This is an optimization exercise on Yosys and OpenROAD, whose aim is small area and a short achievable clock period, not a production implementation.
The RTL was checked by simulation tests, not by an equivalence proof against the original design.

==> flow/design.v, too long to show whole: its modules and the start of the top module <==
// module imu_fp: 1969 lines
// module imu_fa: 4 lines
// module imu_ha: 4 lines
module imu_fp (
  input  logic        clk,
  input  logic        rst,
  input  logic [31:0] value,
  input  logic [31:0] row,
  output logic [31:0] data
);
  // ...
==> flow/flow/run.sh <==
#!/bin/bash
# The standard layout (the standard.sh, unchanged), with the port
# buffers that global placement inserts made plain buffers (buf_2) instead of
# the library's default pick, a delay cell.
set -euo pipefail
export BUFFER_PORTS_ARGS="-buffer_cell sky130_fd_sc_hd__buf_2"
bash standard.sh finish > standard_flow.log 2>&1
==> flow/standard.sh <==
#!/bin/bash
# synth_recipe.tcl (not shown) runs the flow's synth.tcl, then flattens the netlist and writes it again
# the make line also repeats each setting of config.mk as NAME=value (left out here)
make -C /OpenROAD-flow-scripts/flow DESIGN_CONFIG=/design/flow/config.mk WORK_HOME=/design/flow/orfs CLKGATE_MAP_FILE= SYNTH_SCRIPT=/design/flow/synth_recipe.tcl "${@:-finish}"
==> flow/config.mk <==
export PLATFORM = sky130hd
export DESIGN_NAME = imu_fp
export DESIGN_NICKNAME = imu_fp
export VERILOG_FILES = /design/flow/design.v
export SDC_FILE = /design/flow/constraint.sdc
export NUM_CORES = 4
export LEC_CHECK = 0
export ABC_AREA = 1
export CAP_MARGIN = 20
export CORE_MARGIN = 2
export CORE_UTILIZATION = 60
export CTS_BUF_LIST = sky130_fd_sc_hd__clkbuf_4 sky130_fd_sc_hd__clkbuf_8
export SETUP_SLACK_MARGIN = 4
export SLEW_MARGIN = 20
export SYNTH_HIERARCHICAL = 1
==> flow/constraint.sdc <==
create_clock -name core_clock -period 13.0 [get_ports {clk}]
set_input_delay 2.6000 -clock core_clock [delete_from_list [all_inputs] [get_ports {clk}]]
set_output_delay 2.6000 -clock core_clock [all_outputs]
set_load 0.01 [all_outputs]
==> run_results.csv, run 1 <==
group,metric,value,unit
worst_setup_path,startpoint,"row[7]",
finish,synthToLayoutAreaGrowth,6.73,%
min_path,hold_class,"in2reg",
cts,cts_buffers,5,
synth,syn_area_per_cell,8.32,sq um
worst_setup_path,worstSetupPathType,"in2reg",
worst_setup_path,critical_path.startpoint_type,"primary input",
floorplanning,die_x,169,microns
finish,regArea,641,sq um
worst_setup_path,crit_path_frequent_cell,"fa_1",
global_route,met3_usage,6.83,%
routing,post-route-drc-count,0,
synth,synth.most_common_cell,"xor2_1",
status,status,"no timing/DRC/antenna violations",
cts,cts_hold_buffers,0,
global_route,gr-usage-met1,48.4,%
floorplanning,pin_count,98,
timing,fin_setup_tns,0,ps
min_path,hold_start,"row[31]",
cts,clk_pin_slew,70,ps
synth,ys.flop_type,"dfxtp_1",
worst_setup_path,arrival,8910,ps
synth,synth_area,0.0163,sq mm
routing,vias,14800,
worst_setup_path,cp.depth,28,
timing,max_freq,115,MHz
timing,relSlewSlack,26.9,%
floorplanning,num_rows,60,
synth,synth_seq_area_share,3.94,%
finish,drive_gt1_share,12.4,%
routing,wl_met2,25.1,mm
cts,cts_resized,49,
==> inputs of run 2 (changes only) <==
--- a/flow/config.mk
+++ b/flow/config.mk
@@ -12,2 +12,3 @@
 export CTS_BUF_LIST = sky130_fd_sc_hd__clkbuf_4 sky130_fd_sc_hd__clkbuf_8
+export GPL_TIMING_DRIVEN = 0
 export SETUP_SLACK_MARGIN = 4
==> run_results.csv, run 2 <==
group,metric,value,unit
worst_setup_path,critPathRequiredTime,13190,ps
synth,synth_area_leaders,"fa_1 (32%), xor2_1 (16%), ha_1 (11%)",
synth,ys.flop_type,"dfxtp_1",
worst_setup_path,worstSetupPathType,"in2reg",
synth,yosys_warnings,7,
routing,vias,15500,
worst_setup_path,cp_slowest_stage_delay,570,ps
timing,finalHoldViolations,0,
routing,post-route-drc-count,0,
floorplanning,pin_count,98,
synth,synth_area,0.0163,sq mm
finish,synthToLayoutAreaGrowth,8.13,%
finish,largest_reg_flops,32,
synth,yosys.area.top_type,"fa_1",
timing,tightest_slew,1160,ps
worst_setup_path,cp.depth,32,
finish,regArea,641,sq um
synth,synthCells,1955,
finish,stdcell_area,0.0176,sq mm
timing,setup_viol,0,
cts,cts_tree,"done",
timing,final-max-slew-violation-count,0,
synth,syn_area_per_cell,8.32,sq um
synth,synth_seq_area_share,3.94,%
place,dp_slack,2920,ps
synth,synth_top_area_share,31.9,%
synth,synth.distinct_cells,53,
finish,reg.largest.list,"data_q: 32 flops",
min_path,hold_start,"row[31]",
worst_setup_path,arrival,9050,ps
run,maxCapViolCount,0,
timing,fin_crit_sh,68.2,%
floorplanning,num_rows,60,
synth,synth.most_common_cell,"xor2_1",
finish,drive_gt1_share,12.8,%
global_route,antenna_found_initial,1,
worst_setup_path,critical_path.startpoint_type,"primary input",
worst_setup_path,critPathMaxFanout,10,
floorplanning,die_x,169,microns
finish,nNetsFinal,2530,
routing,via_per_inst,6.44,
routing,firstDrtPassIters,8,
timing,fin_ws,4140,ps
cts,h-tree-depth,2,
floorplanning,die_h,169,microns
global_route,track_usage,40.8,%
timing,max_freq,113,MHz
place,hpwlAfterDp,48.5,mm
global_route,first_global_vias,15500,
worst_setup_path,crit_path_end_kind,"flip-flop",
timing,fin_setup_tns,0,ps
cts,clockRootBuffer,"clkbuf_8",
cts,clock-sinks,32,
timing,period_minus_slack,8860,ps
global_route,grt_pass1_wl,87.7,mm
synth,ys_top_cells_by_count,"xor2_1 (305), nand2_1 (268), o22ai_1 (263)",
global_route,grt_max_degree,11,
finish,layout_commonest_cell,"xor2_1",
routing,postRouteAntennaNets,0,
status,status,"no timing/DRC/antenna violations",
worst_setup_path,startpoint,"row[9]",
cts,cts_hold_buffers,0,
worst_setup_path,crit_end,"data_q[9]",
routing,wire_per_inst,24.3,microns
cts,cts_buffers,5,
floorplanning,core,0.0268,sq mm
global_route,grt_overflow,0,
synth,synth_seq_cells,32,
finish,layout_common_cells,"xor2_1 (304), o22ai_1 (261), nand2_1 (260), fa_1 (257), inv_1 (162)",
timing,rsz0062_at_grt,"true",
floorplanning,initial_core_util,60.7,%
timing,relSlewSlack,22.6,%
finish,fillerInstances,2342,
synth,synth_edf_count,0,
routing,drtIter0Drc,1558,
min_path,hold_class,"in2reg",
place,gp_congestion,1.05,
routing,routed_wl,58.5,mm
cts,clk_pin_slew,80,ps
floorplanning,die_area,0.0285,sq mm
worst_setup_path,critPathTopFamily,"adder cells",
place,place_area,0.0172,sq mm
synth,async_reset_ff_share,0,%
finish,multi_input_area,0.0145,sq mm
finish,largest_register,"data_q",
cts,clk_path_buf_depth,2,
worst_setup_path,slowest_stage,"fa_2",
worst_setup_path,cp_num_buf_inv,7,
place,portBuffers,97,
run 2: cell counts after synthesis:
Identical to the previous run, type by type.
run 2: layout make-up:
class,count,share of cell area [%]
multi-input cells,1607,82.6
inverters,182,3.93
plain buffers,136,3.83
flip-flops and latches,32,3.64
repair buffers,98,2.80
well taps,341,2.42
clock buffers,7,0.548
clock inverters,1,0.171
diodes,1,0.0142
run 2: modules after synthesis, one instance, submodules excluded:
module	cell area, sq um	copies in the design	flops+latches	cells
imu_fp	9940	1	32	1604
imu_fa	20.0	258	0	1
imu_ha	12.5	93	0	1
run 2: worst min path at each step:
stage	endpoint	slack [ps]	depth (start not counted)
2_1_floorplan	data_q[31]	2690	1
3_3_place_gp	data_q[31]	2800	2
3_5_place_dp	data_q[31]	2800	2
4_1_cts	data_q[31]	2460	2
5_1_grt	data_q[31]	2460	2
6_report	data_q[31]	2470	2
run 2: metal layers:
| metal | global-route usage [%] | up-vias | routed length (microns) |
|---|---|---|---|
| li1 | - | 6747 | - |
| met1 | 51.8 | 7524 | 22400 |
| met2 | 64.4 | 957 | 26400 |
| met3 | 9.14 | 262 | 5790 |
| met4 | 23.7 | 0 | 4010 |
| met5 | 0 | - | 0 |
run 2: timing repair:
item / CTS / global route
setup endpoints to repair: 31 / 31
gates resized for setup: 49 / 83
pin swaps: 0 / 7
setup buffers: 0 / 1
run 2: cell families after synthesis:
group,synth area share (%)
and+or+nand+nor,13.3
AOI/OAI and AO/OA,14.9
adders and majority gates,42.9
other,0.0462
xor gates and xnor gates,17.4
DFF,3.94
buffers and inverters,7.60
run 2: stage by stage:
| step | hold WS (ps) | cells | utilization [%] |
|---|---|---|---|
| 2_1_floorplan | 2690 | 1957 | - |
| 5_1_grt | 2460 | 2404 | 65.6 |
| 3_5_place_dp | 2800 | 2395 | 64.1 |
| 4_1_cts | 2460 | 2403 | 64.9 |
| 6_report | 2470 | 2405 | 65.6 |
| 3_3_place_gp | 2800 | 2395 | 64.1 |
==> inputs of run 3 (changes only) <==
--- a/flow/config.mk
+++ b/flow/config.mk
@@ -10,5 +10,4 @@
 export CORE_MARGIN = 2
-export CORE_UTILIZATION = 60
+export CORE_UTILIZATION = 50
 export CTS_BUF_LIST = sky130_fd_sc_hd__clkbuf_4 sky130_fd_sc_hd__clkbuf_8
-export GPL_TIMING_DRIVEN = 0
 export SETUP_SLACK_MARGIN = 4
==> run_results.csv, run 3 <==
group,metric,value,unit
timing,tightest_slew,1110,ps
floorplanning,pin_count,98,
worst_setup_path,critPathMaxFanout,30,
run,maxCapViolCount,0,
finish,layout_commonest_cell,"xor2_1",
worst_setup_path,arrival,8950,ps
routing,wire_per_inst,23.1,microns
synth,synth_top_area_share,31.9,%
cts,clockRootBuffer,"clkbuf_8",
synth,syn_area_per_cell,8.32,sq um
timing,relSlewSlack,25.4,%
global_route,grt_overflow,0,
global_route,first_global_vias,14600,
finish,diodes,0,
worst_setup_path,slowest_stage,"fa_1",
place,dpl.cell_count,2380,
worst_setup_path,worstSetupPathType,"in2reg",
finish,fillerInstances,3085,
cts,clk_pin_slew,70,ps
min_path,hold_class,"in2reg",
synth,synth_adder_area_share,42.9,%
synth,synth.distinct_cells,53,
synth,synth_compound_area_share,14.9,%
synth,synth_area,0.0163,sq mm
cts,cts_tree,"done",
global_route,grt_max_degree,45,
finish,layout_common_cells,"xor2_1 (305), o22ai_1 (263), fa_1 (259), nand2_1 (250), inv_1 (158)",
cts,cts_hold_buffers,0,
synth,yosys.area.top_type,"fa_1",
min_path,min_to,"data_q[31]",
synth,yosys_warnings,7,
place,gp_congestion,0.967,
synth,synth_seq_cells,32,
synth,synth_top_family_by_area,"adder cells",
synth,synthMuxAreaShare,0,%
finish,final_cell_count_no_fill,2400,
routing,post-route-drc-count,0,
synth,async_reset_ff_share,0,%
min_path,hold_start,"row[31]",
finish,largest_reg_flops,32,
worst_setup_path,critical_path.startpoint_type,"primary input",
global_route,grt_pass1_wl,83.6,mm
finish,nNetsFinal,2425,
routing,postRouteAntennaNets,0,
place,hpwlAfterDp,40.5,mm
global_route,track_usage,32.2,%
timing,final-max-slew-violation-count,0,
synth,synth-simple-area-share,13.3,%
finish,largest_register,"data_q",
synth,synth_area_leaders,"fa_1 (32%), xor2_1 (16%), ha_1 (11%)",
synth,ys_top_cells_by_count,"xor2_1 (305), nand2_1 (268), o22ai_1 (263)",
routing,routed_wl,55.5,mm
timing,fin_crit_sh,67.4,%
finish,stdcell_area,0.0175,sq mm
synth,synthCells,1955,
finish,multi_input_area,0.0147,sq mm
status,status,"no timing/DRC/antenna violations",
timing,fin_setup_tns,0,ps
place,place_area,0.0169,sq mm
floorplanning,die_x,184,microns
cts,cts_buffers,5,
floorplanning,die_area,0.0340,sq mm
routing,vias,14700,
floorplanning,core,0.0323,sq mm
synth,synth_edf_count,0,
timing,finalHoldViolations,0,
floorplanning,initial_core_util,50.4,%
synth,synth_seq_area_share,3.94,%
timing,holdWs,2500,ps
min_path,hold_depth,2,
cts,clk_path_buf_depth,2,
routing,firstDrtPassIters,7,
routing,drtIter0Drc,1354,
global_route,antenna_found_initial,0,
synth,synth_xor_area_share,17.4,%
finish,drive_gt1_share,12.6,%
timing,rsz0062_at_grt,"false",
floorplanning,die_h,184,microns
finish,regArea,641,sq um
finish,synthToLayoutAreaGrowth,7.56,%
timing,setup_viol,0,
timing,max_freq,114,MHz
worst_setup_path,crit_path_end_kind,"flip-flop",
synth,synth.most_common_cell,"xor2_1",
worst_setup_path,cp_slowest_stage_delay,570,ps
worst_setup_path,critPathRequiredTime,13190,ps
floorplanning,num_rows,66,
finish,reg.largest.list,"data_q: 32 flops",
synth,ys.flop_type,"dfxtp_1",
place,portBuffers,97,
cts,clock-sinks,32,
cts,h-tree-depth,2,
timing,period_minus_slack,8760,ps
routing,via_per_inst,6.11,
run 3: per-layer routing:
metal | routed length [microns] | vias up | track usage (%) | share of wire [%]
met3 | 4360 | 168 | 5.65 | 7.9
li1 | - | 6537 | - | -
met4 | 3050 | 0 | 15.7 | 5.5
met5 | 0 | - | 0 | 0
met2 | 26200 | 712 | 52.7 | 47
met1 | 21900 | 7258 | 41.1 | 39
run 3: area by class of cell:
class                           instances  share of cell area, %
Tap cell                              442                   3.16
Sequential cell                        32                   3.66
Timing Repair inverter                  3                  0.114
Clock inverter                          2                 0.0858
Multi-Input combinational cell       1610                   83.8
Inverter                              182                   4.08
Timing Repair Buffer                  123                   4.61
Clock buffer                            6                  0.472
run 3: through the flow:
stage,setup WS (ps),util [%]
2_1_floorplan,4500,-
3_3_place_gp,2810,52.4
3_5_place_dp,2760,52.4
4_1_cts,4010,53.3
5_1_grt,4000,54.2
6_report,4240,54.2
run 3: timing repair:
item                       CTS  global route
setup endpoints to repair   31            31
buffers inserted             3             2
pin swaps                    0             5
gates resized for setup     48            54
gates cloned                 2             5
run 3: modules after synthesis (local to each module, per instance):
module,copies in the design,cells,cell area (sq um)
imu_fp,1,1604,9940
imu_fa,258,1,20.0
imu_ha,93,1,12.5
run 3: critical path, delay by kind of cell:
kind / cells / cell delay (ps)
xor+xnor: 1 / 210
compound gates: 1 / 170
fa+ha+maj: 7 / 3160
simple gates: 16 / 2340
buf+inv: 4 / 400
run 3: cell families (layout without fill, tap and decap cells):
kind of cell / count (synthesis) / in the layout
compound gates: 399 / 399
xor+xnor: 320 / 320
fa+ha+maj: 402 / 402
buf+inv: 318 / 316
flops: 32 / 32
other cells: 2 / 4
simple gates: 482 / 485
run 3: how the worst max path moves through the flow:
| stage | endpoint | startpoint | slack (ps) | cells after the start |
|---|---|---|---|---|
| final | data_q[15] | row[9] | 4240 | 29 |
| after global routing | data_q[18] | row[17] | 4000 | 31 |
| after CTS | data_q[20] | row[9] | 4010 | 27 |
| after detailed placement | data_q[20] | row[7] | 2760 | 27 |
| after global placement | data_q[18] | row[7] | 2810 | 27 |
| after floorplan | data_q[3] | row[9] | 4500 | 28 |
==> inputs of run 4 (changes only) <==
==> flow/flow/run.sh (replaced) <==
#!/bin/bash
# The standard layout (the standard.sh, unchanged), with the port
# buffers that global placement inserts made plain buffers (buf_1) instead of
# the library's default pick, a delay cell.
set -euo pipefail
export BUFFER_PORTS_ARGS="-buffer_cell sky130_fd_sc_hd__buf_1"
bash standard.sh finish > standard_flow.log 2>&1
--- a/flow/config.mk
+++ b/flow/config.mk
@@ -10,3 +10,3 @@
 export CORE_MARGIN = 2
-export CORE_UTILIZATION = 50
+export CORE_UTILIZATION = 60
 export CTS_BUF_LIST = sky130_fd_sc_hd__clkbuf_4 sky130_fd_sc_hd__clkbuf_8
==> run_results.csv, run 4 <==
group,metric,value,unit
status,status,"no timing/DRC/antenna violations",
min_path,hold_depth,2,
floorplanning,num_rows,60,
synth,yosys.area.top_type,"fa_1",
timing,setup_viol,0,
global_route,antenna_found_initial,0,
timing,relSlewSlack,25.1,%
synth,synth_adder_area_share,42.9,%
synth,synth_compound_area_share,14.9,%
synth,synth_area_leaders,"fa_1 (32%), xor2_1 (16%), ha_1 (11%)",
worst_setup_path,worstSetupPathType,"in2reg",
synth,synth.distinct_cells,53,
synth,synthMuxAreaShare,0,%
min_path,hold_class,"in2reg",
global_route,grt_overflow,0,
timing,period_minus_slack,8800,ps
cts,clk_pin_slew,80,ps
timing,fin_setup_tns,0,ps
timing,tightest_slew,1120,ps
floorplanning,die_area,0.0285,sq mm
timing,max_freq,114,MHz
cts,clockRootBuffer,"clkbuf_8",
finish,nNetsFinal,2432,
synth,yosys_warnings,7,
floorplanning,core,0.0268,sq mm
floorplanning,initial_core_util,60.7,%
synth,ys_top_cells_by_count,"xor2_1 (305), nand2_1 (268), o22ai_1 (263)",
worst_setup_path,critPathRequiredTime,13170,ps
routing,firstDrtPassIters,8,
finish,drive_gt1_share,9.01,%
finish,reg.largest.list,"data_q: 32 flops",
routing,drtIter0Drc,1393,
routing,vias,14900,
min_path,hold_start,"row[31]",
finish,fillerInstances,2414,
synth,synth_edf_count,0,
finish,largest_reg_flops,32,
run,maxCapViolCount,0,
worst_setup_path,critPathMaxFanout,24,
finish,synthToLayoutAreaGrowth,6.97,%
routing,wire_per_inst,23.5,microns
cts,cts_buffers,5,
routing,postRouteAntennaNets,0,
synth,synth_top_area_share,31.9,%
cts,clock-sinks,32,
finish,diodes,0,
global_route,grt_max_degree,33,
timing,rsz0062_at_grt,"false",
worst_setup_path,arrival,8970,ps
synth,synthCells,1955,
min_path,min_to,"data_q[31]",
synth,syn_area_per_cell,8.32,sq um
synth,ys.flop_type,"dfxtp_1",
place,hpwlAfterDp,39.2,mm
routing,post-route-drc-count,0,
floorplanning,pin_count,98,
synth,synth_area,0.0163,sq mm
cts,clk_path_buf_depth,2,
routing,routed_wl,54.2,mm
timing,finalHoldViolations,0,
synth,synth.most_common_cell,"xor2_1",
place,portBuffers,97,
synth,synth_seq_cells,32,
synth,synth_xor_area_share,17.4,%
synth,async_reset_ff_share,0,%
floorplanning,die_h,169,microns
timing,holdWs,2500,ps
timing,fin_crit_sh,67.7,%
synth,synth-simple-area-share,13.3,%
synth,synth_top_family_by_area,"adder cells",
floorplanning,die_x,169,microns
cts,cts_hold_buffers,0,
global_route,grt_pass1_wl,82.2,mm
worst_setup_path,crit_path_end_kind,"flip-flop",
global_route,track_usage,37.2,%
cts,h-tree-depth,2,
worst_setup_path,critical_path.startpoint_type,"primary input",
finish,layout_common_cells,"xor2_1 (305), o22ai_1 (261), fa_1 (259), nand2_1 (244), inv_1 (157)",
global_route,first_global_vias,14900,
place,gp_congestion,0.944,
synth,synth_seq_area_share,3.94,%
cts,cts_tree,"done",
timing,final-max-slew-violation-count,0,
finish,layout_commonest_cell,"xor2_1",
finish,largest_register,"data_q",
routing,via_per_inst,6.45,
==> run 4: cell types whose count changed in the layout (fill, tap and decap cells not counted), sizes merged <==
cell      before  now
clkbuf         7   17
buf          122  115
clkinvlp      10   13
inv          174  173
nand2        283  284
nor2         106  107
==> run 4: what timing repair did <==
| action | 4_1_cts | 5_1_grt |
|---|---|---|
| setup endpoints to repair | 31 | 31 |
| pin swaps | 2 | 10 |
| resized for setup | 54 | 68 |
| setup buffers | 3 | 7 |
| gates cloned | 5 | 7 |
==> run 4: worst max-delay path by stage <==
stage,to,from,cells past startpoint
after global routing,data_q[0],value[5],27
final,data_q[5],value[11],28
after global placement,data_q[18],row[5],27
after CTS,data_q[22],row[15],28
after detailed placement,data_q[18],row[5],27
after floorplan,data_q[3],row[9],28
==> run 4: cell families after synthesis <==
kind of cell,count (synthesis)
adders and majority gates,402
other,2
xor gates and xnor gates,320
AOI/OAI and AO/OA,399
buffers and inverters,318
and+or+nand+nor,482
DFF,32
==> run 4: worst max-delay path, stage by stage <==
cell and delay, ps:
buf_1 110, inv_1 820, o22ai_1 230, xor2_1 210, fa_1 580, fa_1 530
fa_1 430, fa_1 530, fa_1 410, ha_1 300, ha_1 370, inv_1 110
nor2_2 170, nand2_2 100, clkinv_2 90, nand2_4 80, nor2_8 130, inv_2 60
nor2_2 90, nand3_2 120, nand2_2 110, nand2_4 120, nand2_8 150, nand2_1 80
nand2_2 140, inv_4 100, nand2_8 130, nor2_2 50
==> run 4: metal layers <==
metal  vias up  GRT usage, %  wire length, microns
li1       6544             -                     -
met1      7253          47.8                 21000
met2       887          60.9                 25200
met3       191          7.06                  5090
met4         0          17.8                  3010
met5         -             0                     0
==> run 4: layout make-up <==
| cell class | instances | area, sq um | share of cell area [%] |
|---|---|---|---|
| Clock buffer | 6 | 82.6 | 0.474 |
| Clock inverter | 2 | 15.0 | 0.0863 |
| Inverter | 182 | 717 | 4.12 |
| Multi-Input combinational cell | 1612 | 14800 | 84.8 |
| Sequential cell | 32 | 641 | 3.68 |
| Tap cell | 341 | 427 | 2.45 |
| Timing Repair Buffer | 126 | 737 | 4.23 |
| Timing Repair inverter | 5 | 32.5 | 0.187 |
==> run 4: metrics by stage <==
step,cells,setup WS (ps),instance area (sq um),utilization [%]
after floorplan,1957,4500,16300,-
after global placement,2276,2790,16700,62.2
after detailed placement,2276,2670,16700,62.2
after CTS,2292,4010,17000,63.5
after global routing,2306,3990,17400,64.9
final,2306,4200,17400,64.9
==> run 4: modules after synthesis (local to each module, per instance) <==
| module | cells inside | area [sq um] | flops+latches |
|---|---|---|---|
| imu_fa | 1 | 20.0 | 0 |
| imu_fp | 1604 | 9940 | 32 |
| imu_ha | 1 | 12.5 | 0 |
==> inputs of run 5 (changes only) <==
==> flow/run.sh (new file) <==
#!/bin/bash
# synth_recipe.tcl (not shown) runs the flow's synth.tcl, then flattens the netlist and writes it again
# the make line also repeats each setting of config.mk as NAME=value (left out here)
make -C /OpenROAD-flow-scripts/flow DESIGN_CONFIG=/design/flow/config.mk WORK_HOME=/design/flow/orfs CLKGATE_MAP_FILE= SYNTH_SCRIPT=/design/flow/synth_recipe.tcl finish
removed: flow/flow/run.sh
removed: flow/standard.sh
==> run_results.csv, run 5 <==
group,metric,value,unit
status,status,"no timing/DRC/antenna violations",
synth,synthCells,1955,
global_route,track_usage,38.7,%
min_path,min_to,"data_q[31]",
finish,layout_common_cells,"xor2_1 (305), o22ai_1 (258), fa_1 (258), nand2_1 (241), inv_1 (149)",
finish,diodes,0,
global_route,met2_usage,63.8,%
floorplanning,die_x,169,microns
synth,synth_area_leaders,"fa_1 (32%), xor2_1 (16%), ha_1 (11%)",
worst_setup_path,critPathMaxFanout,12,
worst_setup_path,worstSetupPathType,"in2reg",
finish,final_cell_count_no_fill,2342,
floorplanning,pin_count,98,
min_path,hold_depth,2,
min_path,hold_class,"in2reg",
timing,tightest_slew,1100,ps
min_path,hold_start,"row[31]",
synth,synth.most_common_cell,"xor2_1",
synth,synth_edf_count,0,
cts,clk_pin_slew,80,ps
cts,h-tree-depth,2,
synth,synth_area,0.0163,sq mm
synth,yosys_warnings,7,
routing,vias,15600,
place,gp_congestion,0.976,
floorplanning,initial_core_util,60.7,%
finish,reg.largest.list,"data_q: 32 flops",
floorplanning,die_area,0.0285,sq mm
worst_setup_path,arrival,9030,ps
floorplanning,num_rows,60,
finish,drive_gt1_share,11.2,%
synth,synth_top_area_share,31.9,%
routing,firstDrtPassIters,8,
floorplanning,core,0.0268,sq mm
timing,fin_crit_sh,68.1,%
synth,synth.distinct_cells,53,
cts,cts_tree,"done",
finish,layout_commonest_cell,"xor2_1",
floorplanning,die_h,169,microns
worst_setup_path,critical_path.startpoint_type,"primary input",
cts,clock-sinks,32,
worst_setup_path,critPathRequiredTime,13180,ps
timing,rsz0062_at_grt,"false",
worst_setup_path,crit_path_end_kind,"flip-flop",
finish,synthToLayoutAreaGrowth,14.2,%
global_route,first_global_vias,15200,
place,hpwlAfterDp,40.3,mm
routing,via_per_inst,6.66,
global_route,grt_max_degree,33,
timing,final-max-slew-violation-count,0,
synth,async_reset_ff_share,0,%
routing,drtIter0Drc,1797,
routing,postRouteAntennaNets,0,
timing,fin_setup_tns,0,ps
global_route,gr-usage-met1,47.8,%
cts,cts_hold_buffers,0,
synth,syn_area_per_cell,8.32,sq um
timing,max_freq,113,MHz
routing,wire_per_inst,24.9,microns
timing,period_minus_slack,8850,ps
run,maxCapViolCount,0,
cts,cts_buffers,5,
timing,relSlewSlack,26.0,%
synth,ys.flop_type,"dfxtp_1",
global_route,top_usage_layer,"met2",
synth,synth_seq_cells,32,
finish,stdcell_area,0.0186,sq mm
global_route,met3_usage,8.02,%
synth,ys_top_cells_by_count,"xor2_1 (305), nand2_1 (268), o22ai_1 (263)",
place,portBuffers,97,
finish,largest_reg_flops,32,
synth,synth_seq_area_share,3.94,%
cts,clockRootBuffer,"clkbuf_8",
global_route,grt_overflow,0,
routing,post-route-drc-count,0,
place,dpl.cell_count,2283,
finish,largest_register,"data_q",
timing,setup_viol,0,
global_route,grt_pass1_wl,84.6,mm
synth,yosys.area.top_type,"fa_1",
routing,routed_wl,58.3,mm
cts,clk_path_buf_depth,2,
timing,finalHoldViolations,0,
place,place_area,0.0173,sq mm
finish,nNetsFinal,2468,
global_route,antenna_found_initial,1,
-- run 5: repair_timing --
action / in CTS / in global routing
endpoints found under the setup margin: 31 / 31
setup buffers: 9 / 16
cloned: 14 / 12
pin swaps: 12 / 11
resized for setup: 108 / 73
-- run 5: area by class of cell --
class	instances	area (sq um)
Multi-Input combinational cell	1615	14900
Fill cell	2252	8220
Timing Repair Buffer	154	1730
Inverter	182	744
Sequential cell	32	641
Tap cell	341	427
Clock buffer	6	82.6
Timing Repair inverter	10	70.1
Clock inverter	2	15.0
-- run 5: worst max-delay path, stage by stage --
cell and delay, ps:
clkdlybuf4s50_1 580, inv_1 150, o21ai_4 220, nand2_4 150, o22ai_1 170, xor2_1 290
fa_1 530, fa_1 500, fa_1 440, fa_1 530, fa_1 410, ha_1 290
ha_2 340, a21oi_1 200, o21ai_2 130, nand2_2 100, nand3_4 110, nand2_2 110
nand2_4 90, a21oi_4 180, nand3_4 200, nand3_2 140, nand2_1 120, a21oi_4 330
nand2_1 100
-- run 5: kinds of logic (layout without fill, tap and decap cells) --
group           after synthesis  in the layout  synth area share, %
buf+inv                     318            354                 7.60
xor+xnor                    320            320                 17.4
other cells                   2              4               0.0462
simple gates                482            490                 13.3
fa+ha+maj                   402            402                 42.9
flops                        32             32                 3.94
compound gates              399            399                 14.9
-- run 5: stage by stage --
stage / hold WS (ps) / utilization (%) / setup slack [ps]
2_1_floorplan: 2690 / - / 4500
3_3_place_gp: 3190 / 64.5 / 2590
3_5_place_dp: 3200 / 64.5 / 2510
4_1_cts: 2880 / 67.2 / 4000
5_1_grt: 2910 / 69.3 / 4000
6_report: 2880 / 69.3 / 4150
-- run 5: worst max path at each step --
stage | start | endpoint | slack (ps) | depth (start not counted)
floorplan | row[9] | data_q[3] | 4500 | 28
global placement | row[3] | data_q[18] | 2590 | 28
detailed placement | row[3] | data_q[18] | 2510 | 28
CTS | row[21] | data_q[27] | 4000 | 24
global route | value[5] | data_q[15] | 4000 | 24
finish | row[6] | data_q[27] | 4150 | 25
-- run 5: metal layers --
| metal | wire, microns | part of all wire, % |
|---|---|---|
| met1 | 21200 | 36 |
| met2 | 26600 | 46 |
| met3 | 6500 | 11 |
| met5 | 13 | 0.022 |
| met4 | 3980 | 6.8 |
-- run 5: Yosys stat by module (local to each module, per instance) --
module | flops+latches | area [sq um]
imu_fp | 32 | 9940
imu_fa | 0 | 20.0
imu_ha | 0 | 12.5

[separate check: timing with driven ports]
The results above use ideal ports. As a check the final layouts listed here were re-extracted and re-timed, cells and wires unchanged.
Step 1 sets driving cells, clkbuf_16 on the clock port and buf_2 on the other inputs (assumed; they add their load-dependent delay and slew).
Step 2 adds t to the input delays and takes it off the output delays; t is the mean of the earliest and latest rising clock arrival at the registers after step 1. Input paths then give back, and output paths get back, about the clock's delay inside the block.
Three values: ideal, step 1, step 2; two values: the first two.
| run | t, ns | slack for setup (ns) | worst hold slack (ns) |
|---|---|---|---|
| run 1 | 0.324 | 4.270 / 4.225 / 3.901 | 2.486 / 2.478 / 2.802 |
| run 2 | 0.335 | 4.139 / 4.149 / 3.814 | 2.468 / 2.459 / 2.793 |
| run 3 | 0.325 | 4.242 / 4.219 / 3.894 | 2.502 / 2.495 / 2.820 |
| run 4 | 0.320 | 4.204 / 4.208 / 3.888 | 2.497 / 2.489 / 2.809 |
| run 5 | 0.329 | 4.152 / 4.152 / 3.823 | 2.882 / 2.876 / 3.205 |
After both steps setup and hold are still met in every run listed. The setup slack of run 1, which loses most, moves by -0.045 ns with the drivers and by -0.369 ns with both steps.
